This design comes from an exercise in tuning for small area, a short achievable clock period and few clock cycles on the open sky130 flow, not from production work. Only simulation tests tie the RTL to the original design; equivalence was not proved.

File: flow/design.v
`default_nettype none
module ntt_core (
    input  logic        clk,
    input  logic        reset,
    input  logic        cmd_valid,
    output logic        cmd_ready,
    input  logic [1:0]  cmd,
    input  logic        in_valid,
    output logic        in_ready,
    input  logic [12:0] in_data,
    output logic        out_valid,
    input  logic        out_ready,
    output logic [12:0] out_data,
    output logic        busy
);
    localparam logic [13:0] Q = 14'd7681;
    function automatic logic [12:0] mod_add(input logic [12:0] a, input logic [12:0] b);
        logic [13:0] s;
        logic [13:0] t;
        s = {1'b0, a} + {1'b0, b};
        t = s - Q;
        mod_add = t[13] ? s[12:0] : t[12:0];
    endfunction
    function automatic logic [12:0] mod_sub(input logic [12:0] a, input logic [12:0] b);
        logic [13:0] d;
        logic [13:0] t;
        d = {1'b0, a} - {1'b0, b};
        t = d + Q;
        mod_sub = d[13] ? t[12:0] : d[12:0];
    endfunction
    function automatic logic [12:0] tw_rom(input logic [2:0] r, input logic [2:0] e);
        logic [12:0] v;
        v = 13'd0;
        case ({r, e})
            {3'd0, 3'd0}: v = 13'd990; {3'd0, 3'd1}: v = 13'd7103; {3'd0, 3'd2}: v = 13'd2634; {3'd0, 3'd3}: v = 13'd5538;
            {3'd0, 3'd4}: v = 13'd7427; {3'd0, 3'd5}: v = 13'd4400; {3'd0, 3'd6}: v = 13'd6819; {3'd0, 3'd7}: v = 13'd6586;
            {3'd1, 3'd0}: v = 13'd990; {3'd1, 3'd1}: v = 13'd1095; {3'd1, 3'd2}: v = 13'd862; {3'd1, 3'd3}: v = 13'd3281;
            {3'd1, 3'd4}: v = 13'd254; {3'd1, 3'd5}: v = 13'd2143; {3'd1, 3'd6}: v = 13'd5047; {3'd1, 3'd7}: v = 13'd578;
            {3'd2, 3'd0}: v = 13'd990; {3'd2, 3'd1}: v = 13'd3281; {3'd2, 3'd2}: v = 13'd5047; {3'd2, 3'd3}: v = 13'd6586;
            {3'd2, 3'd4}: v = 13'd7427; {3'd2, 3'd5}: v = 13'd7103; {3'd2, 3'd6}: v = 13'd862; {3'd2, 3'd7}: v = 13'd2143;
            {3'd3, 3'd0}: v = 13'd990; {3'd3, 3'd1}: v = 13'd5538; {3'd3, 3'd2}: v = 13'd6819; {3'd3, 3'd3}: v = 13'd578;
            {3'd3, 3'd4}: v = 13'd254; {3'd3, 3'd5}: v = 13'd1095; {3'd3, 3'd6}: v = 13'd2634; {3'd3, 3'd7}: v = 13'd4400;
            {3'd4, 3'd0}: v = 13'd990; {3'd4, 3'd1}: v = 13'd2143; {3'd4, 3'd2}: v = 13'd6819; {3'd4, 3'd3}: v = 13'd7103;
            {3'd4, 3'd4}: v = 13'd254; {3'd4, 3'd5}: v = 13'd6586; {3'd4, 3'd6}: v = 13'd2634; {3'd4, 3'd7}: v = 13'd3281;
            {3'd5, 3'd0}: v = 13'd990; {3'd5, 3'd1}: v = 13'd4400; {3'd5, 3'd2}: v = 13'd5047; {3'd5, 3'd3}: v = 13'd1095;
            {3'd5, 3'd4}: v = 13'd7427; {3'd5, 3'd5}: v = 13'd578; {3'd5, 3'd6}: v = 13'd862; {3'd5, 3'd7}: v = 13'd5538;
            {3'd6, 3'd0}: v = 13'd990; {3'd6, 3'd1}: v = 13'd6586; {3'd6, 3'd2}: v = 13'd862; {3'd6, 3'd3}: v = 13'd4400;
            {3'd6, 3'd4}: v = 13'd254; {3'd6, 3'd5}: v = 13'd5538; {3'd6, 3'd6}: v = 13'd5047; {3'd6, 3'd7}: v = 13'd7103;
            {3'd7, 3'd0}: v = 13'd990; {3'd7, 3'd1}: v = 13'd578; {3'd7, 3'd2}: v = 13'd2634; {3'd7, 3'd3}: v = 13'd2143;
            {3'd7, 3'd4}: v = 13'd7427; {3'd7, 3'd5}: v = 13'd3281; {3'd7, 3'd6}: v = 13'd6819; {3'd7, 3'd7}: v = 13'd1095;
            default: v = 13'd0;
        endcase
        tw_rom = v;
    endfunction
    function automatic logic [3:0] bitrev4(input logic [3:0] x);
        bitrev4 = {x[0], x[1], x[2], x[3]};
    endfunction
    localparam logic [1:0] S_IDLE = 2'd0;
    localparam logic [1:0] S_LTW  = 2'd1;
    localparam logic [1:0] S_LD   = 2'd2;
    localparam logic [1:0] S_POST = 2'd3;
    localparam logic [5:0] ST_OUT = 6'd32;   
    localparam logic [5:0] ST_END = 6'd48;   
    logic [1:0] state;
    logic [5:0] st;
    logic       run_ok;    
    logic [2:0] root;      
    logic       ov;        
    logic       o1v;       
    logic cmd_fire, in_fire, ostall, oissue;
    assign cmd_ready = (state == S_IDLE) || (state == S_POST && !run_ok);
    assign busy      = !cmd_ready;
    assign in_ready  = (state == S_LTW) || (state == S_LD);
    assign out_valid = ov;
    assign cmd_fire  = cmd_valid && cmd_ready;
    assign in_fire   = in_valid && in_ready;
    assign ostall    = ov && !out_ready;
    assign oissue    = (state == S_POST) && run_ok && !ostall &&
                       (st >= ST_OUT) && (st < ST_END);
    logic [2:0] root_dec;
    always_comb begin
        case (in_data)
            13'd527:  root_dec = 3'd0;
            13'd583:  root_dec = 3'd1;
            13'd849:  root_dec = 3'd2;
            13'd1728: root_dec = 3'd3;
            13'd5953: root_dec = 3'd4;
            13'd6832: root_dec = 3'd5;
            13'd7098: root_dec = 3'd6;
            default:  root_dec = 3'd7;
        endcase
    end
    always_ff @(posedge clk or posedge reset) begin
        if (reset) begin
            state  <= S_IDLE;
            st     <= '0;
            run_ok <= 1'b0;
            root   <= '0;
            ov     <= 1'b0;
            o1v    <= 1'b0;
        end else begin
            if (!ostall) begin
                ov  <= o1v;
                o1v <= oissue;
            end
            case (state)
                S_IDLE: begin
                    st     <= '0;
                    run_ok <= 1'b0;
                    if (cmd_fire) begin
                        case (cmd)
                            2'd0:    state <= S_LTW;
                            2'd1:    state <= S_LD;
                            default: state <= S_IDLE;
                        endcase
                    end
                end
                S_LTW: begin
                    if (in_fire) begin
                        st <= st + 6'd1;
                        if (st == 6'd1) root <= root_dec;
                        if (st == 6'd7) state <= S_IDLE;
                    end
                end
                S_LD: begin
                    if (in_fire) begin
                        st <= st + 6'd1;
                        if (st == 6'd15) state <= S_POST;
                    end
                end
                S_POST: begin
                    if (cmd_fire && cmd == 2'd2) run_ok <= 1'b1;
                    if (st < ST_OUT || oissue) st <= st + 6'd1;
                    if (st == ST_END && !o1v && ov && out_ready) state <= S_IDLE;
                end
                default: state <= S_IDLE;
            endcase
        end
    end
    logic       op_v, op_ld, op_in, op_bf;
    logic [3:0] op_a, op_b;
    logic [2:0] op_e;
    always_comb begin
        op_v  = 1'b0;
        op_ld = 1'b0;   
        op_in = 1'b0;   
        op_bf = 1'b0;   
        op_a  = 4'd0;
        op_b  = 4'd0;
        op_e  = 3'd0;
        if (state == S_LD) begin
            op_v  = in_fire;
            op_in = 1'b1;
            if (!st[3]) begin
                op_ld = 1'b1;
                op_a  = st[3:0];
            end else begin
                op_bf = 1'b1;
                op_a  = {1'b0, st[2:0]};
                op_b  = {1'b1, st[2:0]};
                op_e  = st[2:0];
            end
        end else if (state == S_POST && st < ST_OUT) begin
            op_v  = (st >= 6'd16);
            op_bf = 1'b1;
            case (st[3:0])
                4'd0:  begin op_a = 4'd0;  op_b = 4'd4;  op_e = 3'd0; end
                4'd1:  begin op_a = 4'd1;  op_b = 4'd5;  op_e = 3'd2; end
                4'd2:  begin op_a = 4'd2;  op_b = 4'd6;  op_e = 3'd4; end
                4'd3:  begin op_a = 4'd3;  op_b = 4'd7;  op_e = 3'd6; end
                4'd4:  begin op_a = 4'd8;  op_b = 4'd12; op_e = 3'd0; end
                4'd5:  begin op_a = 4'd9;  op_b = 4'd13; op_e = 3'd2; end
                4'd6:  begin op_a = 4'd10; op_b = 4'd14; op_e = 3'd4; end
                4'd7:  begin op_a = 4'd11; op_b = 4'd15; op_e = 3'd6; end
                4'd8:  begin op_a = 4'd0;  op_b = 4'd2;  op_e = 3'd0; end
                4'd9:  begin op_a = 4'd1;  op_b = 4'd3;  op_e = 3'd4; end
                4'd10: begin op_a = 4'd8;  op_b = 4'd10; op_e = 3'd0; end
                4'd11: begin op_a = 4'd9;  op_b = 4'd11; op_e = 3'd4; end
                4'd12: begin op_a = 4'd4;  op_b = 4'd6;  op_e = 3'd0; end
                4'd13: begin op_a = 4'd5;  op_b = 4'd7;  op_e = 3'd4; end
                4'd14: begin op_a = 4'd12; op_b = 4'd14; op_e = 3'd0; end
                default: begin op_a = 4'd13; op_b = 4'd15; op_e = 3'd4; end
            endcase
        end else begin
            op_a = bitrev4(st[3:0]) & 4'b1110;
            op_b = bitrev4(st[3:0]) | 4'b0001;
        end
    end
    logic [12:0] rf [16];
    logic [12:0] e1_u, e1_v;
    logic        e1_ld, e1_bf, e1_neg;
    logic [3:0]  e1_a, e1_b;
    logic [2:0]  e1_e;
    always_ff @(posedge clk) begin
        if (!ostall) begin
            e1_u   <= op_ld ? 13'd0 : rf[op_a];
            e1_v   <= op_in ? in_data : rf[op_b];
            e1_ld  <= op_v && op_ld;
            e1_bf  <= op_v && op_bf;
            e1_a   <= op_a;
            e1_b   <= op_b;
            e1_e   <= op_e;
            e1_neg <= st[3];   
        end
    end
    logic [12:0] e2_s, e2_d;
    assign e2_s = mod_add(e1_u, e1_v);
    assign e2_d = mod_sub(e1_u, e1_v);
    logic [12:0] oreg;
    always_ff @(posedge clk) begin
        if (!ostall) oreg <= e1_neg ? e2_d : e2_s;
    end
    assign out_data = oreg;
    logic [12:0] m_d, m_w;
    logic [25:0] m_p;
    logic [18:0] m_t1;
    logic [14:0] m_t2;
    logic        m_v [4];
    logic [3:0]  m_b [4];
    always_ff @(posedge clk) begin
        m_d  <= e2_d;
        m_w  <= tw_rom(root, e1_e);
        m_p  <= m_d * m_w;
        m_t1 <= {6'd0, m_p[8:0], 4'd0} - {10'd0, m_p[8:0]} - {2'd0, m_p[25:9]};
        m_t2 <= {2'd0, m_t1[8:0], 4'd0} - {6'd0, m_t1[8:0]} - {{5{m_t1[18]}}, m_t1[18:9]};
        m_v[0] <= e1_bf;
        m_b[0] <= e1_b;
        for (int i = 1; i < 4; i++) begin
            m_v[i] <= m_v[i-1];
            m_b[i] <= m_b[i-1];
        end
    end
    logic [14:0] m_tp, m_tm;
    logic [12:0] m_res;
    assign m_tp  = m_t2 + 15'd7681;
    assign m_tm  = m_t2 - 15'd7681;
    assign m_res = m_t2[14] ? m_tp[12:0] : (!m_tm[14] ? m_tm[12:0] : m_t2[12:0]);
    always_ff @(posedge clk) begin
        for (int k = 0; k < 16; k++) begin
            if ((e1_ld || e1_bf) && !ostall && e1_a == 4'(k)) begin
                rf[k] <= e2_s;
            end else if (m_v[3] && m_b[3] == 4'(k)) begin
                rf[k] <= m_res;
            end
        end
    end
endmodule
`default_nettype wire
File: flow/constraint.sdc
create_clock -name core_clock -period 12.0 [get_ports {clk}]
set_input_delay 2.4000 -clock core_clock [delete_from_list [all_inputs] [get_ports {clk}]]
set_output_delay 2.4000 -clock core_clock [all_outputs]
set_load 0.01 [all_outputs]
File: flow/config.mk
export PLATFORM = sky130hd
export DESIGN_NAME = ntt_core
export DESIGN_NICKNAME = ntt_core
export VERILOG_FILES = /design/flow/design.v
export SDC_FILE = /design/flow/constraint.sdc
export NUM_CORES = 4
export LEC_CHECK = 0
export CAP_MARGIN = 20
export CORE_MARGIN = 2
export CORE_UTILIZATION = 40
export SLEW_MARGIN = 20
File: flow/run.sh
#!/bin/bash
# synth_recipe.tcl (not shown) runs the flow's synth.tcl, then flattens the netlist and writes it again
# the make line also repeats each setting of config.mk as NAME=value (left out here)
make -C /OpenROAD-flow-scripts/flow DESIGN_CONFIG=/design/flow/config.mk WORK_HOME=/design/flow/orfs CLKGATE_MAP_FILE= SYNTH_SCRIPT=/design/flow/synth_recipe.tcl finish
==> results of run 1 <==
==> sequential cells by signal (all words and copies together), names as in the netlist, 3 cells and up <==
signal,count
rf,208
m_p,26
m_t1,19
m_b,16
m_t2,15
e1_u,13
e1_v,13
m_d,13
m_w,13
oreg,13
st,6
e1_a,4
e1_b,4
m_v,4
e1_e,3
root,3
==> routing by layer <==
metal  up-vias  global-route usage (%)
met5         -                       0
met4         0                    9.10
met3       236                    3.74
met2      1331                    40.5
met1     12400                    34.0
li1      11700                       -
==> cell type report <==
type	count	area [µm²]	share of cell area [%]
Inverter	288	1080	3.33
Sequential cell	381	10300	31.7
Multi-Input combinational cell	2302	17500	53.9
Tap cell	959	1200	3.69
Antenna cell	1	2.50	0.00770
Clock inverter	29	254	0.781
Clock buffer	55	1200	3.71
Timing Repair Buffer	111	935	2.88
==> critical path: stages, from the launching register on <==
cell	delay [ns]
dfxtp_1	0.46
and2_1	0.24
fa_1	0.53
inv_1	0.06
fa_1	0.48
inv_1	0.06
fa_1	0.48
fa_1	0.55
inv_1	0.05
fa_1	0.47
inv_1	0.04
ha_1	0.34
a21o_1	0.18
a21oi_1	0.19
inv_1	0.06
o311a_1	0.37
o31a_1	0.31
a211o_1	0.30
a31o_2	0.23
a21oi_1	0.17
xnor2_1	0.13
==> path summary, 6_finish.rpt <==
path                              to  slack (ns)
min reg2reg                m_b[1][2]        0.32
max reg2reg                  m_p[25]        6.23
max                          m_p[25]        6.23
max in group asynchronous     run_ok        9.41
min in group asynchronous   state[0]        2.16
min                        m_b[1][2]        0.32
==> cells in the mapped netlist (11+ instances only) <==
cell / number
clkbuf_1: 189
nand3_1: 56
nor3_1: 67
o21bai_1: 11
a21oi_1: 87
o22ai_1: 86
mux2i_1: 19
nor4_1: 23
and3_1: 27
o21ai_0: 143
a222oi_1: 52
nand4_1: 28
nor2_1: 245
nand2b_1: 28
and2_1: 104
o21a_1: 12
a31oi_1: 75
a41oi_1: 19
xnor2_1: 80
fa_1: 125
nor2b_1: 22
a221oi_1: 42
or2_2: 13
a22oi_1: 60
nand2_1: 299
ha_1: 163
a311oi_1: 71
xor2_1: 26
buf_1: 13
buf_2: 30
dfxtp_1: 106
a21o_1: 25
edfxtp_1: 261
a2111oi_0: 21
o41ai_1: 16
o31ai_1: 83
mux2_2: 15
a211oi_1: 12
o31a_1: 12
dfrtp_1: 14
inv_1: 286
a221o_1: 14
==> logic make-up after synthesis <==
group	count (synthesis)	share of synthesized area (%)
AOI/OAI and AO/OA	905	22.3
xor gates and xnor gates	108	3.27
adders and majority gates	288	15.4
buffers and inverters	526	6.87
DFF	381	34.9
muxes	42	1.79
and+or+nand+nor	959	15.5
==> impl_results.md, run 1 <==
* Root Buffer: clkbuf_16
* Vias per cell at 6.21
* Yosys warnings at 4
* Max clock buf depth at 3
* Die Wd at 276 µm
* Starting Density at 40.5%
* Hold Crit Class: flip-flop to flip-flop
* Dpl cells at 4039
* CP startpoint kind: flip-flop
* Worst-margin pin slew at 1.22 ns
* Number of failing hold endpoints at the final stage at 0
* Area added between synthesis and finish at 9.87%
* Die height at 276 µm
* Crit path DAT at 6.31 ns
* Synth unique cells at 97
* Clk latency of the worst-skew pair at 0.63 ns
* Worst-path fanout max at 13
* GRT Total Usage at 25.0%
* Min Hold Slack at 0.324 ns
* Final net count at 3437
* # IOs at 37
* Area of the core at 73100 µm²
* Synth area leaders: edfxtp_1 26%, fa_1 8.5%, dfxtp_1 7.2%
* Yosys reg bits at 381
* Register-to-Register Path Depth at 20
* Clock sink total at 381
* Register area share after synthesis at 34.9%
* H-tree depth at 2
* Initial antenna violation count at 0
* ANT nets after route at 0
* Worst Setup SP: m_d[8]
* Period utilization at 48.1%
* CTS Hold Bufs at 0
* TritonCTS clock tree: yes
* Vias at 25600
* Largest net degree at the start of global routing at 72
* WHS Path Cells at 0
* Fraction of layout cells with a size suffix above 1 at 7.99%
* CP Capture Type: flip-flop
* Final Non-Filler Cells at 4126
* Tmin final at 5.77 ns
* WL met1 at 40.0 mm
* Setup ws final at 6.23 ns
* Number of buffers created by CTS at 45
* Hold Path Origin: m_b[0][2]
* Die area at 76100 µm²
* EDFF count, synth at 261
* Post-DP Area at 31000 µm²
* Rows at 99
* First-pass detailed-route iteration total at 19
* Avg Cell Area, Syn at 9.22 µm²
* Most frequent cells in the layout: 299 x nand2_1, 285 x inv_1, 261 x edfxtp_1
* Final setup fails at 0
* Fmax at 173 MHz
* Most common cell after layout, fill and taps aside: nand2_1
* Crit Path Class: flip-flop to flip-flop
* DP Wirelength at 70.3 mm
* Met3 WL at 8.94 mm
* Ys async rst share at 3.67%
* Total gr overflow at 0
* Synth area leader: edfxtp_1
* DR DRC count at 0
* Highest metal used: met4
* Mapped Nets at 3517
* Resized Gates After CTS at 0
* Slew HR at 18.2%
* Clk slew on worst S/H paths at 0.06 ns
* Status: finished clean
* Critical path required time at 12.54 ns
* Pins Over Slew Limit at 0
* Gpl congestion at 0.949
* DRT iter0 DRCs at 3562
* Post-synth top area share at 26.5%
* Setup TNS at 0 ns
* Drt total wl at 96.9 mm
* I/O Buffers at 36
* Dpl ws at 6.24 ns
* Reg2Reg Launch Point: m_d[8]
* Max Cap Viol at 0
* Metal2 WL at 44.5 mm
* Synth Instances at 3209
* Final core occ at 44.5%
* Clock Skews at 0.0573 ns
* Synth Cell Area at 29600 µm²
* Vias in the first global route at 24300
* Post-CTS Setup Bufs at 0
* WL/cell at 23.5 µm
* First-pass GRT wire length at 148 mm
* Fill cells at 7068
* Post-layout instance area at 32500 µm²
* Setup repair after global routing missed its margin: no
* Prevailing post-synth register cell: edfxtp_1
Testbench counts, summed over its fixed seeds: cycles 9,792.
==> run 2, diff against run 1 <==
--- a/flow/design.v
+++ b/flow/design.v
@@ -15,17 +15,50 @@
 );
     localparam logic [13:0] Q = 14'd7681;
+    function automatic logic [27:0] ks27(input logic [26:0] a, input logic [26:0] b,
+                                         input logic cin);
+        logic [26:0] g, p, gg, pp, gn, pn;
+        logic [27:0] r;
+        g = a & b;
+        p = a ^ b;
+        gg = g;
+        pp = p;
+        gg[0] = g[0] | (p[0] & cin);
+        for (int d = 1; d < 27; d = d * 2) begin
+            gn = gg;
+            pn = pp;
+            for (int i = d; i < 27; i++) begin
+                gn[i] = gg[i] | (pp[i] & gg[i-d]);
+                pn[i] = pp[i] & pp[i-d];
+            end
+            gg = gn;
+            pp = pn;
+        end
+        r[0] = p[0] ^ cin;
+        for (int i = 1; i < 27; i++) r[i] = p[i] ^ gg[i-1];
+        r[27] = gg[26];
+        ks27 = r;
+    endfunction
+    function automatic logic [53:0] csa27(input logic [26:0] x, input logic [26:0] y,
+                                          input logic [26:0] z);
+        logic [26:0] sm, cy;
+        sm = x ^ y ^ z;
+        cy = (x & y) | (x & z) | (y & z);
+        csa27 = {sm, cy[25:0], 1'b0};
+    endfunction
     function automatic logic [12:0] mod_add(input logic [12:0] a, input logic [12:0] b);
-        logic [13:0] s;
-        logic [13:0] t;
-        s = {1'b0, a} + {1'b0, b};
-        t = s - Q;
-        mod_add = t[13] ? s[12:0] : t[12:0];
+        logic [27:0] s, t;
+        logic [53:0] c;
+        s = ks27({14'd0, a}, {14'd0, b}, 1'b0);
+        c = csa27({14'd0, a}, {14'd0, b}, 27'd8703);   
+        t = ks27({12'd0, c[41:27]}, {12'd0, c[14:0]}, 1'b0);
+        mod_add = t[14] ? t[12:0] : s[12:0];
     endfunction
     function automatic logic [12:0] mod_sub(input logic [12:0] a, input logic [12:0] b);
-        logic [13:0] d;
-        logic [13:0] t;
-        d = {1'b0, a} - {1'b0, b};
-        t = d + Q;
-        mod_sub = d[13] ? t[12:0] : d[12:0];
+        logic [27:0] d, t;
+        logic [53:0] c;
+        d = ks27({14'd0, a}, {13'd0, ~{1'b0, b}}, 1'b1);         
+        c = csa27({14'd0, a}, {13'd0, ~{1'b0, b}}, 27'd7682);   
+        t = ks27({13'd0, c[40:27]}, {13'd0, c[13:0]}, 1'b0);
+        mod_sub = d[14] ? d[12:0] : t[12:0];
     endfunction
     function automatic logic [12:0] tw_rom(input logic [2:0] r, input logic [2:0] e);
@@ -213,15 +246,49 @@
     assign out_data = oreg;
     logic [12:0] m_d, m_w;
-    logic [25:0] m_p;
+    logic [25:0] m_s, m_c;
     logic [18:0] m_t1;
     logic [14:0] m_t2;
     logic        m_v [4];
     logic [3:0]  m_b [4];
+    logic [26:0] pp [13];
+    for (genvar i = 0; i < 13; i++) begin : g_pp
+        assign pp[i] = 27'({14'd0, m_d & {13{m_w[i]}}} << i);
+    end
+    logic [53:0] l1a, l1b, l1c, l1d, l2a, l2b, l2c, l3a, l3b, l4a, l5;
+    assign l1a = csa27(pp[0], pp[1], pp[2]);
+    assign l1b = csa27(pp[3], pp[4], pp[5]);
+    assign l1c = csa27(pp[6], pp[7], pp[8]);
+    assign l1d = csa27(pp[9], pp[10], pp[11]);
+    assign l2a = csa27(l1a[53:27], l1a[26:0], l1b[53:27]);
+    assign l2b = csa27(l1b[26:0], l1c[53:27], l1c[26:0]);
+    assign l2c = csa27(l1d[53:27], l1d[26:0], pp[12]);
+    assign l3a = csa27(l2a[53:27], l2a[26:0], l2b[53:27]);
+    assign l3b = csa27(l2b[26:0], l2c[53:27], l2c[26:0]);
+    assign l4a = csa27(l3a[53:27], l3a[26:0], l3b[53:27]);
+    assign l5  = csa27(l4a[53:27], l4a[26:0], l3b[26:0]);
+    logic [53:0] k1a, k1b, k2a, k2b, k3a, k4a;
+    logic [27:0] k_t1;
+    assign k1a = csa27({14'd0, m_s[8:0], 4'd0}, {14'd0, m_c[8:0], 4'd0},
+                       {8'd0, ~{10'd0, m_s[8:0]}});
+    assign k1b = csa27({8'd0, ~{10'd0, m_c[8:0]}}, {8'd0, ~{2'd0, m_s[25:9]}},
+                       {8'd0, ~{2'd0, m_c[25:9]}});
+    assign k2a = csa27(k1a[53:27], k1a[26:0], k1b[53:27]);
+    assign k2b = csa27(k1b[26:0], 27'd268839, 27'd0);
+    assign k3a = csa27(k2a[53:27], k2a[26:0], k2b[53:27]);
+    assign k4a = csa27(k3a[53:27], k3a[26:0], k2b[26:0]);
+    assign k_t1 = ks27({8'd0, k4a[45:27]}, {8'd0, k4a[18:0]}, 1'b0);
+    logic [53:0] j1a, j2a;
+    logic [27:0] k_t2;
+    assign j1a = csa27({12'd0, m_t1[8:0], 4'd0}, {12'd0, ~{6'd0, m_t1[8:0]}},
+                       {12'd0, ~{5'd0, m_t1[18:9]}});
+    assign j2a = csa27(j1a[53:27], j1a[26:0], 27'd7683);
+    assign k_t2 = ks27({12'd0, j2a[41:27]}, {12'd0, j2a[14:0]}, 1'b0);
     always_ff @(posedge clk) begin
         m_d  <= e2_d;
         m_w  <= tw_rom(root, e1_e);
-        m_p  <= m_d * m_w;
-        m_t1 <= {6'd0, m_p[8:0], 4'd0} - {10'd0, m_p[8:0]} - {2'd0, m_p[25:9]};
-        m_t2 <= {2'd0, m_t1[8:0], 4'd0} - {6'd0, m_t1[8:0]} - {{5{m_t1[18]}}, m_t1[18:9]};
+        m_s  <= l5[52:27];
+        m_c  <= l5[25:0];
+        m_t1 <= k_t1[18:0];
+        m_t2 <= k_t2[14:0];
         m_v[0] <= e1_bf;
         m_b[0] <= e1_b;
@@ -231,9 +298,8 @@
         end
     end
-    logic [14:0] m_tp, m_tm;
+    logic [27:0] m_tm;
     logic [12:0] m_res;
-    assign m_tp  = m_t2 + 15'd7681;
-    assign m_tm  = m_t2 - 15'd7681;
-    assign m_res = m_t2[14] ? m_tp[12:0] : (!m_tm[14] ? m_tm[12:0] : m_t2[12:0]);
+    assign m_tm  = ks27({12'd0, m_t2}, 27'd25087, 1'b0);   
+    assign m_res = m_tm[15] ? m_tm[12:0] : m_t2[12:0];
     always_ff @(posedge clk) begin
         for (int k = 0; k < 16; k++) begin
==> run 2 against run 1 <==
Critical path type unchanged. Clock-buffer cell count fell by 3. Highest routed layer unchanged. Hold slack lost 0.0030 ns. Non-clock buffer count is 24 lower. Sequential cell count rose by 19.
==> impl_results.md, run 2 <==
* Max clock buf depth at 3
* Yosys warnings at 5
* N_diodes at 0
* Register area share after synthesis at 37.1%
* Gpl congestion at 0.983
* Fraction of layout cells with a size suffix above 1 at 7.43%
* TritonCTS clock tree: yes
* Total gr overflow at 0
* Area added between synthesis and finish at 10.3%
* Synth area leader: edfxtp_1
* Post-CTS Setup Bufs at 0
* Largest register FFs at 208
* GRT Total Usage at 25.5%
* Synth unique cells at 94
* Dpl cells at 3811
* Clk latency of the worst-skew pair at 0.62 ns
* Clock sink total at 400
* CP startpoint kind: flip-flop
* Vias at 22800
* DRT iter0 DRCs at 2749
* Starting Density at 40.3%
* Mapped Nets at 3343
* First-pass detailed-route iteration total at 9
* Fmax at 214 MHz
* Synth area leaders: edfxtp_1 27%, fa_1 12%, ha_1 8.9%
* Die Wd at 272 µm
* Period utilization at 39.0%
* Crit Path Class: flip-flop to flip-flop
* Area of the core at 71400 µm²
* Setup TNS at 0 ns
* Avg Cell Area, Syn at 9.78 µm²
* Clock Skews at 0.0493 ns
* Max Cap Viol at 0
* Number of buffers created by CTS at 46
* CTS Hold Bufs at 0
* Worst-path fanout max at 17
* # IOs at 37
* Most common cell after layout, fill and taps aside: inv_1
* H-tree depth at 2
* Status: finished clean
* Worst path cell trace: inv_1, ha_1, inv_1, ha_1, a21oi_1, nand2_1, o211ai_2, a211oi_2, nor3_4, buf_4, mux2i_4, o21ai_0
* Yosys reg bits at 400
* Hold Crit Class: flip-flop to flip-flop
* First-pass GRT wire length at 141 mm
* Worst-margin pin slew at 1.18 ns
* Final core occ at 44.5%
* EDFF count, synth at 261
* Synth Instances at 2944
* Crit path DAT at 4.92 ns
* Die area at 74100 µm²
* Root Buffer: clkbuf_16
* Commonest cells in the netlist: 320 x inv_1, 289 x nor2_1, 261 x edfxtp_1
* Resized Gates After CTS at 0
* WL/cell at 24.4 µm
* DR DRC count at 0
* Final setup fails at 0
* Count leader, synth: inv_1
* Rows at 98
* ANT nets after route at 0
* WP buf/inv at 3
* Vias per cell at 5.85
* Pins Over Slew Limit at 0
* DP Wirelength at 69.0 mm
* Critical path's top delay family: compound AO/OA/AOI/OAI gates
* I/O Buffers at 36
* Die height at 272 µm
* Slew HR at 19.8%
* Reg with most FFs: rf
* Ys async rst share at 3.50%
* Largest net degree at the start of global routing at 66
* Critical path required time at 12.25 ns
* Prevailing post-synth register cell: edfxtp_1
* Setup repair after global routing missed its margin: no
* CP Capture Type: flip-flop
* Number of failing hold endpoints at the final stage at 0
* Top flop regs: rf x208, m_s x26, m_c x20
* Most frequent cells in the layout: 320 x inv_1, 277 x nor2_1, 261 x edfxtp_1
* Post-synth top area share at 27.2%
* Final Non-Filler Cells at 3898
* Synth Cell Area at 28800 µm²
* Drt total wl at 95.2 mm
* Tmin final at 4.68 ns
* Max incr delay on CP at 0.93 ns
* Vias in the first global route at 22300
* Worst-path cell with the longest stage delay: mux2i_4
* Initial antenna violation count at 0
* Final net count at 3310
* Clk slew on worst S/H paths at 0.06 ns
## run 2: cell types whose count changed after synthesis, moves of 66 or more
cell	delta
o31ai_1	-79
a21oi_1	+165
clkbuf_1	-66
o22ai_1	-77
nand2_1	-131
a311oi_1	-69
## run 2: metal layers
| layer | vias to the layer above | GRT usage (%) | routed length (µm) | share of wire [%] |
|---|---|---|---|---|
| met2 | 1143 | 41.1 | 43700 | 46 |
| met3 | 280 | 3.66 | 7580 | 8.0 |
| li1 | 10200 | - | - | - |
| met5 | - | 0 | 0 | 0 |
| met4 | 0 | 14.0 | 6160 | 6.5 |
| met1 | 11200 | 33.0 | 37700 | 40 |
## run 2: final timing paths
check	start	endpoint	slack, ns	cells past startpoint
worst min register to register	m_b[2][3]	m_b[3][3]	0.32	0
worst max-delay path	e1_u[5]	oreg[2]	7.32	12
worst max register to register	e1_u[5]	oreg[2]	7.32	12
max in group asynchronous	reset	root[0]	9.14	2
worst min-delay path	m_b[2][3]	m_b[3][3]	0.32	0
min in group asynchronous	reset	o1v	2.26	2
## run 2: cells by family (layout without fill, tap and decap cells)
| family | Yosys count | count (layout) | share of synthesized area (%) |
|---|---|---|---|
| AOI/OAI and AO/OA | 669 | 669 | 15.3 |
| xor gates and xnor gates | 78 | 78 | 2.40 |
| adders and majority gates | 379 | 379 | 21.0 |
| buffers and inverters | 490 | 494 | 6.64 |
| DFF | 400 | 400 | 37.1 |
| muxes | 79 | 79 | 3.19 |
| and+or+nand+nor | 849 | 849 | 14.3 |
## run 2: area by class of cell
class,instances,area (µm²)
fillers,6771,39600
multi-input cells,2054,16400
flip-flops and latches,400,10700
inverters,322,1210
clock buffers,52,1200
well taps,950,1190
repair buffers,87,763
clock inverters,33,313
## run 2: per-stage QoR
stage	area [µm²]	hold slack, ns	setup slack (ns)
CTS	31600	0.322	7.34
global route	31800	0.330	7.18
floorplan	28800	0.310	6.23
detailed placement	30100	0.312	6.84
finish	31800	0.321	7.32
global placement	30100	0.313	6.85
Testbench counts of run 2, summed over its fixed seeds: cycles 9,792.
==> run 3, diff against run 2 <==
--- a/flow/design.v
+++ b/flow/design.v
@@ -95,17 +95,18 @@
     localparam logic [5:0] ST_OUT = 6'd32;   
     localparam logic [5:0] ST_END = 6'd48;   
-    logic [1:0] state;
-    logic [5:0] st;
-    logic       run_ok;    
-    logic [2:0] root;      
-    logic       ov;        
-    logic       o1v;       
+    logic [1:0] state, state_n;
+    logic [5:0] st, st_n;
+    logic       run_ok, run_ok_n;   
+    logic [2:0] root, root_n;       
+    logic       ov;                 
+    logic       o1v, o2v;           
+    logic       rdy, bsy, inr;      
     logic cmd_fire, in_fire, ostall, oissue;
-    assign cmd_ready = (state == S_IDLE) || (state == S_POST && !run_ok);
-    assign busy      = !cmd_ready;
-    assign in_ready  = (state == S_LTW) || (state == S_LD);
+    assign cmd_ready = rdy;
+    assign busy      = bsy;
+    assign in_ready  = inr;
     assign out_valid = ov;
-    assign cmd_fire  = cmd_valid && cmd_ready;
-    assign in_fire   = in_valid && in_ready;
+    assign cmd_fire  = cmd_valid && rdy;
+    assign in_fire   = in_valid && inr;
     assign ostall    = ov && !out_ready;
     assign oissue    = (state == S_POST) && run_ok && !ostall &&
@@ -124,4 +125,41 @@
         endcase
     end
+    always_comb begin
+        state_n  = state;
+        st_n     = st;
+        run_ok_n = run_ok;
+        root_n   = root;
+        case (state)
+            S_IDLE: begin
+                st_n     = '0;
+                run_ok_n = 1'b0;
+                if (cmd_fire) begin
+                    case (cmd)
+                        2'd0:    state_n = S_LTW;
+                        2'd1:    state_n = S_LD;
+                        default: state_n = S_IDLE;
+                    endcase
+                end
+            end
+            S_LTW: begin
+                if (in_fire) begin
+                    st_n = st + 6'd1;
+                    if (st == 6'd1) root_n = root_dec;
+                    if (st == 6'd7) state_n = S_IDLE;
+                end
+            end
+            S_LD: begin
+                if (in_fire) begin
+                    st_n = st + 6'd1;
+                    if (st == 6'd15) state_n = S_POST;
+                end
+            end
+            default: begin   
+                if (cmd_fire && cmd == 2'd2) run_ok_n = 1'b1;
+                if (st < ST_OUT || oissue) st_n = st + 6'd1;
+                if (st == ST_END && !o1v && !o2v && ov && out_ready) state_n = S_IDLE;
+            end
+        endcase
+    end
     always_ff @(posedge clk or posedge reset) begin
         if (reset) begin
@@ -132,41 +170,21 @@
             ov     <= 1'b0;
             o1v    <= 1'b0;
+            o2v    <= 1'b0;
+            rdy    <= 1'b1;
+            bsy    <= 1'b0;
+            inr    <= 1'b0;
         end else begin
+            state  <= state_n;
+            st     <= st_n;
+            run_ok <= run_ok_n;
+            root   <= root_n;
             if (!ostall) begin
-                ov  <= o1v;
+                ov  <= o2v;
+                o2v <= o1v;
                 o1v <= oissue;
             end
-            case (state)
-                S_IDLE: begin
-                    st     <= '0;
-                    run_ok <= 1'b0;
-                    if (cmd_fire) begin
-                        case (cmd)
-                            2'd0:    state <= S_LTW;
-                            2'd1:    state <= S_LD;
-                            default: state <= S_IDLE;
-                        endcase
-                    end
-                end
-                S_LTW: begin
-                    if (in_fire) begin
-                        st <= st + 6'd1;
-                        if (st == 6'd1) root <= root_dec;
-                        if (st == 6'd7) state <= S_IDLE;
-                    end
-                end
-                S_LD: begin
-                    if (in_fire) begin
-                        st <= st + 6'd1;
-                        if (st == 6'd15) state <= S_POST;
-                    end
-                end
-                S_POST: begin
-                    if (cmd_fire && cmd == 2'd2) run_ok <= 1'b1;
-                    if (st < ST_OUT || oissue) st <= st + 6'd1;
-                    if (st == ST_END && !o1v && ov && out_ready) state <= S_IDLE;
-                end
-                default: state <= S_IDLE;
-            endcase
+            rdy <= (state_n == S_IDLE) || (state_n == S_POST && !run_ok_n);
+            bsy <= !((state_n == S_IDLE) || (state_n == S_POST && !run_ok_n));
+            inr <= (state_n == S_LTW) || (state_n == S_LD);
         end
     end
@@ -221,4 +239,32 @@
     end
     logic [12:0] rf [16];
+    logic       pa;
+    logic [2:0] x0, x1;
+    logic [12:0] rd0, rd1;
+    assign pa  = ^op_a;
+    assign x0  = pa ? op_b[3:1] : op_a[3:1];
+    assign x1  = pa ? op_a[3:1] : op_b[3:1];
+    always_comb begin
+        case (x0)
+            3'd0: rd0 = rf[0];
+            3'd1: rd0 = rf[3];
+            3'd2: rd0 = rf[5];
+            3'd3: rd0 = rf[6];
+            3'd4: rd0 = rf[9];
+            3'd5: rd0 = rf[10];
+            3'd6: rd0 = rf[12];
+            default: rd0 = rf[15];
+        endcase
+        case (x1)
+            3'd0: rd1 = rf[1];
+            3'd1: rd1 = rf[2];
+            3'd2: rd1 = rf[4];
+            3'd3: rd1 = rf[7];
+            3'd4: rd1 = rf[8];
+            3'd5: rd1 = rf[11];
+            3'd6: rd1 = rf[13];
+            default: rd1 = rf[14];
+        endcase
+    end
     logic [12:0] e1_u, e1_v;
     logic        e1_ld, e1_bf, e1_neg;
@@ -227,6 +273,6 @@
     always_ff @(posedge clk) begin
         if (!ostall) begin
-            e1_u   <= op_ld ? 13'd0 : rf[op_a];
-            e1_v   <= op_in ? in_data : rf[op_b];
+            e1_u   <= op_ld ? 13'd0 : (pa ? rd1 : rd0);
+            e1_v   <= op_in ? in_data : (pa ? rd0 : rd1);
             e1_ld  <= op_v && op_ld;
             e1_bf  <= op_v && op_bf;
@@ -240,10 +286,23 @@
     assign e2_s = mod_add(e1_u, e1_v);
     assign e2_d = mod_sub(e1_u, e1_v);
+    logic [12:0] s_r, d_r;
+    logic        s_we, s_neg;
+    logic [3:0]  s_a;
+    always_ff @(posedge clk) begin
+        if (!ostall) begin
+            s_r   <= e2_s;
+            d_r   <= e2_d;
+            s_we  <= e1_ld || e1_bf;
+            s_a   <= e1_a;
+            s_neg <= e1_neg;
+        end
+    end
     logic [12:0] oreg;
     always_ff @(posedge clk) begin
-        if (!ostall) oreg <= e1_neg ? e2_d : e2_s;
+        if (!ostall) oreg <= s_neg ? d_r : s_r;
     end
     assign out_data = oreg;
     logic [12:0] m_d, m_w;
+    assign m_d = d_r;
     logic [25:0] m_s, m_c;
     logic [18:0] m_t1;
@@ -285,5 +344,4 @@
     assign k_t2 = ks27({12'd0, j2a[41:27]}, {12'd0, j2a[14:0]}, 1'b0);
     always_ff @(posedge clk) begin
-        m_d  <= e2_d;
         m_w  <= tw_rom(root, e1_e);
         m_s  <= l5[52:27];
@@ -304,6 +362,6 @@
     always_ff @(posedge clk) begin
         for (int k = 0; k < 16; k++) begin
-            if ((e1_ld || e1_bf) && !ostall && e1_a == 4'(k)) begin
-                rf[k] <= e2_s;
+            if (s_we && s_a == 4'(k)) begin
+                rf[k] <= s_r;
             end else if (m_v[3] && m_b[3] == 4'(k)) begin
                 rf[k] <= m_res;
--- a/flow/config.mk
+++ b/flow/config.mk
@@ -8,4 +8,4 @@
 export CAP_MARGIN = 20
 export CORE_MARGIN = 2
-export CORE_UTILIZATION = 40
+export CORE_UTILIZATION = 35
 export SLEW_MARGIN = 20
==> run 3 against run 2 <==
First-iteration DRC count shrank 32%. Fmax grew 11%. Still clean on timing, DRC and antenna. Sequential cell count grew 23. Utilization shrank 5.5 points. Via count shrank 6.2%. Setup slack gained 0.45 ns. Hold slack lost 0.037 ns. Sequential share of layout area grew 2.1 points. Final area grew 1.2%.
==> impl_results.md, run 3 <==
* Vias at 21400
* Vias per cell at 5.31
* Metal2 WL at 38.2 mm
* DR DRC count at 0
* Max clock buf depth at 3
* Register area share after synthesis at 39.3%
* CP startpoint kind: flip-flop
* Status: finished clean
* CP Capture Type: flip-flop
* Rows at 105
* Crit path DAT at 4.73 ns
* Initial antenna violation count at 0
* Mapped Nets at 3383
* Ys async rst share at 4.26%
* Fmax at 236 MHz
* Drt total wl at 78.5 mm
* Synth Cell Area at 29200 µm²
* Fraction of layout cells with a size suffix above 1 at 6.39%
* Die Wd at 293 µm
* Top flop regs: rf x208, m_s x26, m_c x20
* EDFF count, synth at 293
* Die area at 85900 µm²
* Flip-flop and latch area at 11500 µm²
* Multi-input gate area at 15900 µm²
* First-pass GRT wire length at 122 mm
* Resized Gates After CTS at 0
* DRT iter0 DRCs at 1879
* Reg with most FFs: rf
* Clock sink total at 423
* First-pass detailed-route iteration total at 6
* Critical path required time at 12.50 ns
* Yosys reg bits at 423
* Met3 WL at 4.23 mm
* H-tree depth at 2
* Setup TNS at 0 ns
* Gpl congestion at 0.899
* Number of failing hold endpoints at the final stage at 0
* DP Wirelength at 56.7 mm
* Most common cell after layout, fill and taps aside: nor2_1
* GRT Total Usage at 18.3%
* Prevailing post-synth register cell: edfxtp_1
* Die height at 293 µm
* Largest net degree at the start of global routing at 73
* Count leader, synth: nor2_1
* Clock Skews at 0.0503 ns
* Avg Cell Area, Syn at 9.81 µm²
* Worst-path fanout max at 4
* CTS Hold Bufs at 0
* Tmin final at 4.23 ns
* Number of buffers created by CTS at 47
* Highest metal used: met4
* Synth Instances at 2980
* ANT nets after route at 0
* Slew HR at 24.7%
* Max Cap Viol at 0
* TritonCTS clock tree: yes
* Largest register FFs at 208
* Synth area leaders: edfxtp_1 30%, fa_1 12%, ha_1 8.9%
* Post-synth top area share at 30.1%
* Final core occ at 39.0%
* Synth area leader: edfxtp_1
* Most frequent cells in the layout: 319 x nor2_1, 307 x inv_1, 293 x edfxtp_1
* Setup repair after global routing missed its margin: no
* Starting Density at 35.5%
* Synth unique cells at 94
* Hold Crit Class: flip-flop to flip-flop
* Area added between synthesis and finish at 9.89%
* Post-CTS Setup Bufs at 0
* WL met1 at 33.6 mm
* WL/cell at 19.5 µm
* I/O Buffers at 36
* Clk latency of the worst-skew pair at 0.62 ns
* Vias in the first global route at 21100
* Yosys warnings at 5
* Worst-margin pin slew at 1.13 ns
* Area of the core at 82400 µm²
* Final setup fails at 0
* Clk slew on worst S/H paths at 0.06 ns
* Total gr overflow at 0
* Fill cells at 8022
* Commonest cells in the netlist: 319 x nor2_1, 307 x inv_1, 293 x edfxtp_1
* Pins Over Slew Limit at 0
* Crit Path Class: flip-flop to flip-flop
* Root Buffer: clkbuf_16
* # IOs at 37
* Period utilization at 35.2%
* Final net count at 3321
==> run 3: cell types whose count changed after synthesis, sizes merged, moves of 25 or more <==
| cell | previous run | this run |
|---|---|---|
| mux2i | 61 | 14 |
| a221oi | 40 | 6 |
| edfxtp | 261 | 293 |
| nand2 | 168 | 193 |
| nor2 | 289 | 319 |
| a22oi | 48 | 5 |
==> run 3: final timing paths <==
kind                                 from  depth (start not counted)  slack (ns)        end
min in group asynchronous           reset                          2        2.42    root[0]
worst min register to register  m_b[1][1]                          0        0.28  m_b[2][1]
max in group asynchronous           reset                          2        8.91     run_ok
worst max register to register    m_s[15]                         13        7.77   m_t1[16]
worst min-delay path            m_b[1][1]                          0        0.28  m_b[2][1]
worst max-delay path              m_s[15]                         13        7.77   m_t1[16]
==> run 3: cell families after synthesis <==
family	Yosys count	share of synthesized area [%]
buffers and inverters	489	6.53
adder cells (fa/ha/maj)	384	20.9
AND/OR/NAND/NOR	916	15.2
XOR/XNOR	75	2.41
flip-flops	423	39.3
AO/OA/AOI/OAI	653	13.9
multiplexers	40	1.67
==> run 3: through the flow <==
stage / worst slack [ns] / hold WS (ns) / cells / area [µm²]
floorplan: 6.31 / 0.310 / 2980 / 29200
finish: 7.77 / 0.285 / 4027 / 32100
detailed placement: 7.25 / 0.312 / 3939 / 30500
global placement: 7.29 / 0.313 / 3939 / 30500
global route: 7.43 / 0.300 / 4026 / 32100
CTS: 7.76 / 0.289 / 4026 / 32100
==> run 3: area by class of cell <==
type / count / area share (%)
antenna: 1 / 0.00779
inverter: 309 / 3.61
sequential: 423 / 35.8
timing repair buffer: 69 / 1.89
tap: 1070 / 4.17
clock buffer: 68 / 4.30
multi-input combinational: 2068 / 49.6
clock inverter: 19 / 0.678
==> run 3: critical path: stages, from the launching register on <==
cell,delay (ns)
dfxtp_1,0.32
fa_1,0.55
fa_1,0.44
fa_1,0.54
inv_1,0.05
fa_1,0.45
ha_1,0.36
o21a_1,0.12
o31a_1,0.12
o211ai_1,0.17
nand2_1,0.12
a211oi_1,0.45
nor2_1,0.14
o311ai_0,0.31
==> run 3: routing by layer <==
metal,track usage (%),up-vias
met4,6.17,0
met1,23.9,10500
met5,0,-
li1,-,10100
met3,2.38,126
met2,31.2,648
Testbench counts of run 3, summed over its fixed seeds: cycles 9,984.
==> run 4, diff against run 3 <==
--- a/flow/config.mk
+++ b/flow/config.mk
@@ -6,4 +6,5 @@
 export NUM_CORES = 4
 export LEC_CHECK = 0
+export ABC_CLOCK_PERIOD_IN_PS = 3500
 export CAP_MARGIN = 20
 export CORE_MARGIN = 2
==> run 4 against run 3 <==
Wire length is the same. First-iteration DRC count is the same. Global-route usage is the same. Die area is the same. Hold slack is the same. Final area is the same. Clock-buffer cell count is the same. Largest cell class unchanged.
==> impl_results.md, run 4 <==
* Status: finished clean
* Clk slew on worst S/H paths at 0.06 ns
* Drt total wl at 78.5 mm
* Largest register FFs at 208
* Root Buffer: clkbuf_16
* Largest net degree at the start of global routing at 73
* CP startpoint kind: flip-flop
* Number of failing hold endpoints at the final stage at 0
* Period utilization at 35.2%
* Setup repair after global routing missed its margin: no
* Resized Gates After CTS at 0
* Synth unique cells at 94
* Total gr overflow at 0
* Die Wd at 293 µm
* H-tree depth at 2
* Register area share after synthesis at 39.3%
* Worst-path fanout max at 4
* Ys async rst share at 4.26%
* Final net count at 3321
* Worst-margin pin slew at 1.13 ns
* EDFF count, synth at 293
* # IOs at 37
* DR DRC count at 0
* Max clock buf depth at 3
* Min Hold Slack at 0.285 ns
* Synth area leader: edfxtp_1
* Die height at 293 µm
* Crit Path Class: flip-flop to flip-flop
* Critical path required time at 12.50 ns
* WL/cell at 19.5 µm
* Count leader, synth: nor2_1
* Commonest cells in the netlist: 319 x nor2_1, 307 x inv_1, 293 x edfxtp_1
* Clk latency of the worst-skew pair at 0.62 ns
* Gpl congestion at 0.899
* Avg Cell Area, Syn at 9.81 µm²
* Synth Cell Area at 29200 µm²
* Area added between synthesis and finish at 9.89%
* Initial antenna violation count at 0
* Reg with most FFs: rf
* Pins Over Slew Limit at 0
* Vias in the first global route at 21100
* Max Cap Viol at 0
* Crit path DAT at 4.73 ns
* DP Wirelength at 56.7 mm
* Fraction of layout cells with a size suffix above 1 at 6.39%
* Synth Instances at 2980
* Most common cell after layout, fill and taps aside: nor2_1
* Final setup fails at 0
* Clock sink total at 423
* Vias at 21400
* ANT nets after route at 0
* Vias per cell at 5.31
* Hold Crit Class: flip-flop to flip-flop
* Yosys warnings at 5
* TritonCTS clock tree: yes
* Die area at 85900 µm²
* Mapped Nets at 3383
* Setup TNS at 0 ns
* Prevailing post-synth register cell: edfxtp_1
* Synth area leaders: edfxtp_1 30%, fa_1 12%, ha_1 8.9%
* Most frequent cells in the layout: 319 x nor2_1, 307 x inv_1, 293 x edfxtp_1
* I/O Buffers at 36
* Slew HR at 24.7%
* CTS Hold Bufs at 0
* Top flop regs: rf x208, m_s x26, m_c x20
* Post-CTS Setup Bufs at 0
* First-pass GRT wire length at 122 mm
* Starting Density at 35.5%
* GRT Total Usage at 18.3%
* Fmax at 236 MHz
* CP Capture Type: flip-flop
* Area of the core at 82400 µm²
* Number of buffers created by CTS at 47
* Tmin final at 4.23 ns
* DRT iter0 DRCs at 1879
* First-pass detailed-route iteration total at 6
* Clock Skews at 0.0503 ns
* Post-synth top area share at 30.1%
* Rows at 105
* Yosys reg bits at 423
-- run 4: per-layer routing --
metal  up-vias  global-route usage [%]  routed length, µm
met2       648                    31.2              38200
met4         0                    6.17               2520
met5         -                       0                  0
met1     10500                    23.9              33600
met3       126                    2.38               4230
li1      10100                       -                  -
-- run 4: path summary, 6_finish.rpt --
kind                            slack (ns)        end      start  cells past startpoint
max in group asynchronous             8.91     run_ok      reset                      2
worst max register to register        7.77   m_t1[16]    m_s[15]                     13
worst min-delay path                  0.28  m_b[2][1]  m_b[1][1]                      0
worst min register to register        0.28  m_b[2][1]  m_b[1][1]                      0
min in group asynchronous             2.42    root[0]      reset                      2
worst max-delay path                  7.77   m_t1[16]    m_s[15]                     13
-- run 4: layout make-up --
type	instances	area [µm²]
timing repair buffer	69	608
multi-input combinational	2068	15900
clock buffer	68	1380
fill	8022	50200
sequential	423	11500
inverter	309	1160
antenna	1	2.50
clock inverter	19	218
tap	1070	1340
-- run 4: metrics by stage --
stage,setup slack (ns),instances,utilization [%],cell area (µm²)
6_report,7.77,4027,39.0,32100
5_1_grt,7.43,4026,39.0,32100
4_1_cts,7.76,4026,39.0,32100
3_5_place_dp,7.25,3939,37.1,30500
3_3_place_gp,7.29,3939,37.1,30500
2_1_floorplan,6.31,2980,-,29200
-- run 4: critical path, stage by stage, from the launching register on --
cell and delay [ns]:
dfxtp_1 0.32, fa_1 0.55, fa_1 0.44, fa_1 0.54, inv_1 0.05, fa_1 0.45
ha_1 0.36, o21a_1 0.12, o31a_1 0.12, o211ai_1 0.17, nand2_1 0.12, a211oi_1 0.45
nor2_1 0.14, o311ai_0 0.31
-- run 4: cells by family (layout without fill, tap and decap cells) --
logic type	Yosys count	in the layout	share of synthesized area, %
simple gates	916	916	15.2
compound gates	653	653	13.9
buf+inv	489	465	6.53
flops	423	423	39.3
fa+ha+maj	384	384	20.9
xor+xnor	75	75	2.41
mux	40	40	1.67
other cells	0	1	0
==> run 5, diff against run 4 <==
--- a/flow/design.v
+++ b/flow/design.v
@@ -101,6 +101,8 @@
     logic       ov;                 
     logic       o1v, o2v;           
+    logic [3:0] o1t, o2t;           
+    logic [4:0] want;               
     logic       rdy, bsy, inr;      
-    logic cmd_fire, in_fire, ostall, oissue;
+    logic cmd_fire, in_fire, oissue, oload, orewind;
     assign cmd_ready = rdy;
     assign busy      = bsy;
@@ -109,7 +111,7 @@
     assign cmd_fire  = cmd_valid && rdy;
     assign in_fire   = in_valid && inr;
-    assign ostall    = ov && !out_ready;
-    assign oissue    = (state == S_POST) && run_ok && !ostall &&
-                       (st >= ST_OUT) && (st < ST_END);
+    assign oissue    = (state == S_POST) && run_ok && (st >= ST_OUT) && (st < ST_END);
+    assign oload     = o2v && (o2t == want[3:0]) && !want[4] && (!ov || out_ready);
+    assign orewind   = o2v && (o2t == want[3:0]) && !want[4] && !oload;
     logic [2:0] root_dec;
     always_comb begin
@@ -157,6 +159,7 @@
             default: begin   
                 if (cmd_fire && cmd == 2'd2) run_ok_n = 1'b1;
-                if (st < ST_OUT || oissue) st_n = st + 6'd1;
-                if (st == ST_END && !o1v && !o2v && ov && out_ready) state_n = S_IDLE;
+                if (orewind) st_n = {2'b10, want[3:0]};
+                else if (st < ST_OUT || oissue) st_n = st + 6'd1;
+                if (want[4] && ov && out_ready) state_n = S_IDLE;
             end
         endcase
@@ -171,4 +174,5 @@
             o1v    <= 1'b0;
             o2v    <= 1'b0;
+            want   <= '0;
             rdy    <= 1'b1;
             bsy    <= 1'b0;
@@ -179,9 +183,12 @@
             run_ok <= run_ok_n;
             root   <= root_n;
-            if (!ostall) begin
-                ov  <= o2v;
-                o2v <= o1v;
-                o1v <= oissue;
-            end
+            o1v <= oissue;
+            o1t <= st[3:0];
+            o2v <= o1v;
+            o2t <= o1t;
+            if (oload) ov <= 1'b1;
+            else if (out_ready) ov <= 1'b0;
+            if (state != S_POST) want <= '0;
+            else if (oload) want <= want + 5'd1;
             rdy <= (state_n == S_IDLE) || (state_n == S_POST && !run_ok_n);
             bsy <= !((state_n == S_IDLE) || (state_n == S_POST && !run_ok_n));
@@ -272,5 +279,5 @@
     logic [2:0]  e1_e;
     always_ff @(posedge clk) begin
-        if (!ostall) begin
+        begin
             e1_u   <= op_ld ? 13'd0 : (pa ? rd1 : rd0);
             e1_v   <= op_in ? in_data : (pa ? rd0 : rd1);
@@ -290,5 +297,5 @@
     logic [3:0]  s_a;
     always_ff @(posedge clk) begin
-        if (!ostall) begin
+        begin
             s_r   <= e2_s;
             d_r   <= e2_d;
@@ -300,5 +307,5 @@
     logic [12:0] oreg;
     always_ff @(posedge clk) begin
-        if (!ostall) oreg <= s_neg ? d_r : s_r;
+        if (oload) oreg <= s_neg ? d_r : s_r;
     end
     assign out_data = oreg;
--- a/flow/config.mk
+++ b/flow/config.mk
@@ -6,5 +6,4 @@
 export NUM_CORES = 4
 export LEC_CHECK = 0
-export ABC_CLOCK_PERIOD_IN_PS = 3500
 export CAP_MARGIN = 20
 export CORE_MARGIN = 2
==> run 5 against run 4 <==
Sequential share of layout area fell by 1.4 points. Clock skew increased by 0.0050 ns. Area after synthesis rose by 1.0%. Hold slack gained 0.041 ns. Die area up 1.0%. Synthesized cell count increased by 1.2%. Utilization fell by 0.23 points. Non-clock buffer count down 1.
==> impl_results.md, run 5 <==
* Post-Synth Simple-Gate Area at 14.3%
* Crit path DAT at 5.02 ns
* Most common cell after layout, fill and taps aside: inv_1
* Tmin final at 4.55 ns
* Commonest cells in the netlist: 311 x inv_1, 292 x nor2_1, 264 x a21oi_1
* Fraction of layout cells with a size suffix above 1 at 7.42%
* Prevailing post-synth register cell: edfxtp_1
* DR DRC count at 0
* Fill cells at 8221
* Adder-Cell Fraction of Synth Area at 20.7%
* ANT nets after route at 0
* Hold Path Origin: m_b[0][2]
* Largest net degree at the start of global routing at 64
* Clock sink total at 436
* Setup ws final at 7.45 ns
* Worst Hold End: m_b[1][2]
* Reg2Reg Setup Slack at 7.45 ns
* Die area at 86700 µm²
* CTS Hold Bufs at 0
* Avg Cell Area, Syn at 9.79 µm²
* Yosys reg bits at 436
* Yosys warnings at 5
* Synth unique cells at 105
* Top flop regs: rf x208, m_s x26, m_c x20
* Synth area leader: edfxtp_1
* Clock Skews at 0.0554 ns
* Period utilization at 37.9%
* Final core occ at 38.8%
* Final Non-Filler Cells at 4071
* DP Wirelength at 59.1 mm
* Pins Over Slew Limit at 0
* Largest family of logic cells by synthesized area: adder cells
* WHS Path Cells at 0
* Post-CTS Setup Bufs at 0
* Setup repair after global routing missed its margin: no
* Total gr overflow at 0
* Hold Crit Class: flip-flop to flip-flop
* Number of buffers created by CTS at 46
* Dpl ws at 7.32 ns
* Setup TNS at 0 ns
* Ys async rst share at 5.28%
* Crit Path Class: flip-flop to flip-flop
* Final net count at 3357
* Final setup fails at 0
* Area added between synthesis and finish at 9.71%
* Vias in the first global route at 21200
* Critical path required time at 12.47 ns
* Die height at 294 µm
* Gpl congestion at 0.890
* Dpl cells at 3984
* EDFF count, synth at 229
* Fmax at 220 MHz
* Largest register FFs at 208
* # IOs at 37
* Starting Density at 35.3%
* DRT iter0 DRCs at 2162
* First-pass detailed-route iteration total at 6
* CP startpoint kind: flip-flop
* I/O Buffers at 36
* Max Cap Viol at 0
* Synth Instances at 3016
* Root Buffer: clkbuf_16
* Reg with most FFs: rf
* Reg2Reg Launch Point: m_s[15]
* Count leader, synth: inv_1
* Initial antenna violation count at 2
* Post-DP Area at 30700 µm²
* Mapped Nets at 3420
* Mux contribution to synthesized area at 3.91%
* Worst reg2reg endpoint: m_t1[16]
* Multi-input gate area at 16500 µm²
* Flip-flop and latch area at 11100 µm²
* First-pass GRT wire length at 127 mm
* Post-layout instance area at 32400 µm²
* Clk slew on worst S/H paths at 0.06 ns
* Vias at 21600
* H-tree depth at 2
* Area of the core at 83600 µm²
* CP Capture Type: flip-flop
* N_diodes at 0
* TritonCTS clock tree: yes
* Min Hold Slack at 0.325 ns
* Number of failing hold endpoints at the final stage at 0
* Register-to-Register Path Depth at 12
* Post-synthesis compound-gate area fraction at 13.6%
* Most frequent cells in the layout: 311 x inv_1, 292 x nor2_1, 264 x a21oi_1
* Post-synth top area share at 23.3%
* Clk latency of the worst-skew pair at 0.63 ns
* Slew HR at 20.1%
* Synth Cell Area at 29500 µm²
* Vias per cell at 5.32
* Worst-path fanout max at 4
* Resized Gates After CTS at 0
* Max clock buf depth at 3
* GRT Total Usage at 19.0%
* Synth area leaders: edfxtp_1 23%, dfxtp_1 12%, fa_1 12%
* Die Wd at 294 µm
* WL/cell at 20.2 µm
* Register area share after synthesis at 37.7%
* Drt total wl at 82.4 mm
* Rows at 106
* Worst-margin pin slew at 1.20 ns
* Xor/xnor share of the synthesized area at 2.99%
* Status: finished clean
==> run 5: critical path: stages (launching register included) <==
cell and delay (ns):
dfxtp_1 0.32, fa_1 0.55, fa_1 0.44, fa_1 0.54
inv_1 0.05, fa_1 0.45, ha_1 0.36, o21ai_0 0.10
nand2b_1 0.11, a31o_2 0.28, a2111oi_1 0.69, nor2_1 0.16
o311ai_0 0.36
==> run 5: how the worst max path moves through the flow <==
stage | startpoint | end | slack [ns] | cells past startpoint
after detailed placement | out_ready | want[3] | 7.32 | 6
final | m_s[15] | m_t1[16] | 7.45 | 12
after CTS | m_s[11] | m_t1[16] | 7.48 | 18
after global routing | m_s[5] | m_t1[16] | 7.22 | 15
after global placement | out_ready | want[3] | 7.36 | 6
after floorplan | m_s[15] | m_t1[16] | 7.92 | 12
==> run 5: final cells by class <==
type | count | share of cell area [%]
multi-input combinational | 2090 | 50.8
sequential | 436 | 34.4
tap | 1080 | 4.17
clock inverter | 24 | 1.04
clock buffer | 62 | 4.10
inverter | 311 | 3.60
timing repair buffer | 68 | 1.87
==> run 5: layer usage <==
layer  global-route usage, %  vias up  routed length [µm]
li1                        -    10200                   -
met1                    26.5    10600               36900
met2                    30.4      760               37300
met3                    2.92      136                5720
met4                    5.91        2                2510
met5                       0        -                  12
==> run 5: cells by family after synthesis <==
| kind of cell | Yosys count |
|---|---|
| compound gates | 647 |
| xor+xnor | 90 |
| fa+ha+maj | 384 |
| buf+inv | 490 |
| flops | 436 |
| mux | 99 |
| simple gates | 870 |
Testbench counts of run 5, summed over its fixed seeds: cycles 9,984.

what the ideal ports hide:
How much do the figures lean on ideal ports? The routed layouts below were timed once more, with nothing changed but the port constraints.
Step 1 sets driving cells, clkbuf_16 on the clock port and buf_2 on the other inputs (assumed; they add their load-dependent delay and slew).
Step 2 also shifts input and output timing later by t, the mid clock arrival at the registers, as if the neighbouring blocks saw the same clock.
Three values: no drivers, after step 1, after step 2; two values: the first two.
run	t, ns	setup slack, ns	hold WS [ns]	slew at the worst register clock pin (ns)	worst slew at a driven data input, ns
run 1	0.672	6.227 / 6.227 / 6.227	0.324 / 0.324 / 0.324	0.07 / 0.07	0.04
run 2	0.666	7.321 / 7.321 / 7.000	0.321 / 0.321 / 0.321	0.07 / 0.07	0.05
run 3	0.657	7.771 / 7.771 / 7.245	0.285 / 0.285 / 0.285	0.07 / 0.07	0.12
run 4	0.657	7.771 / 7.771 / 7.245	0.285 / 0.285 / 0.285	0.07 / 0.07	0.12
run 5	0.661	7.450 / 7.450 / 7.306	0.325 / 0.325 / 0.325	0.07 / 0.07	0.13
After both steps every run listed still meets setup and hold.
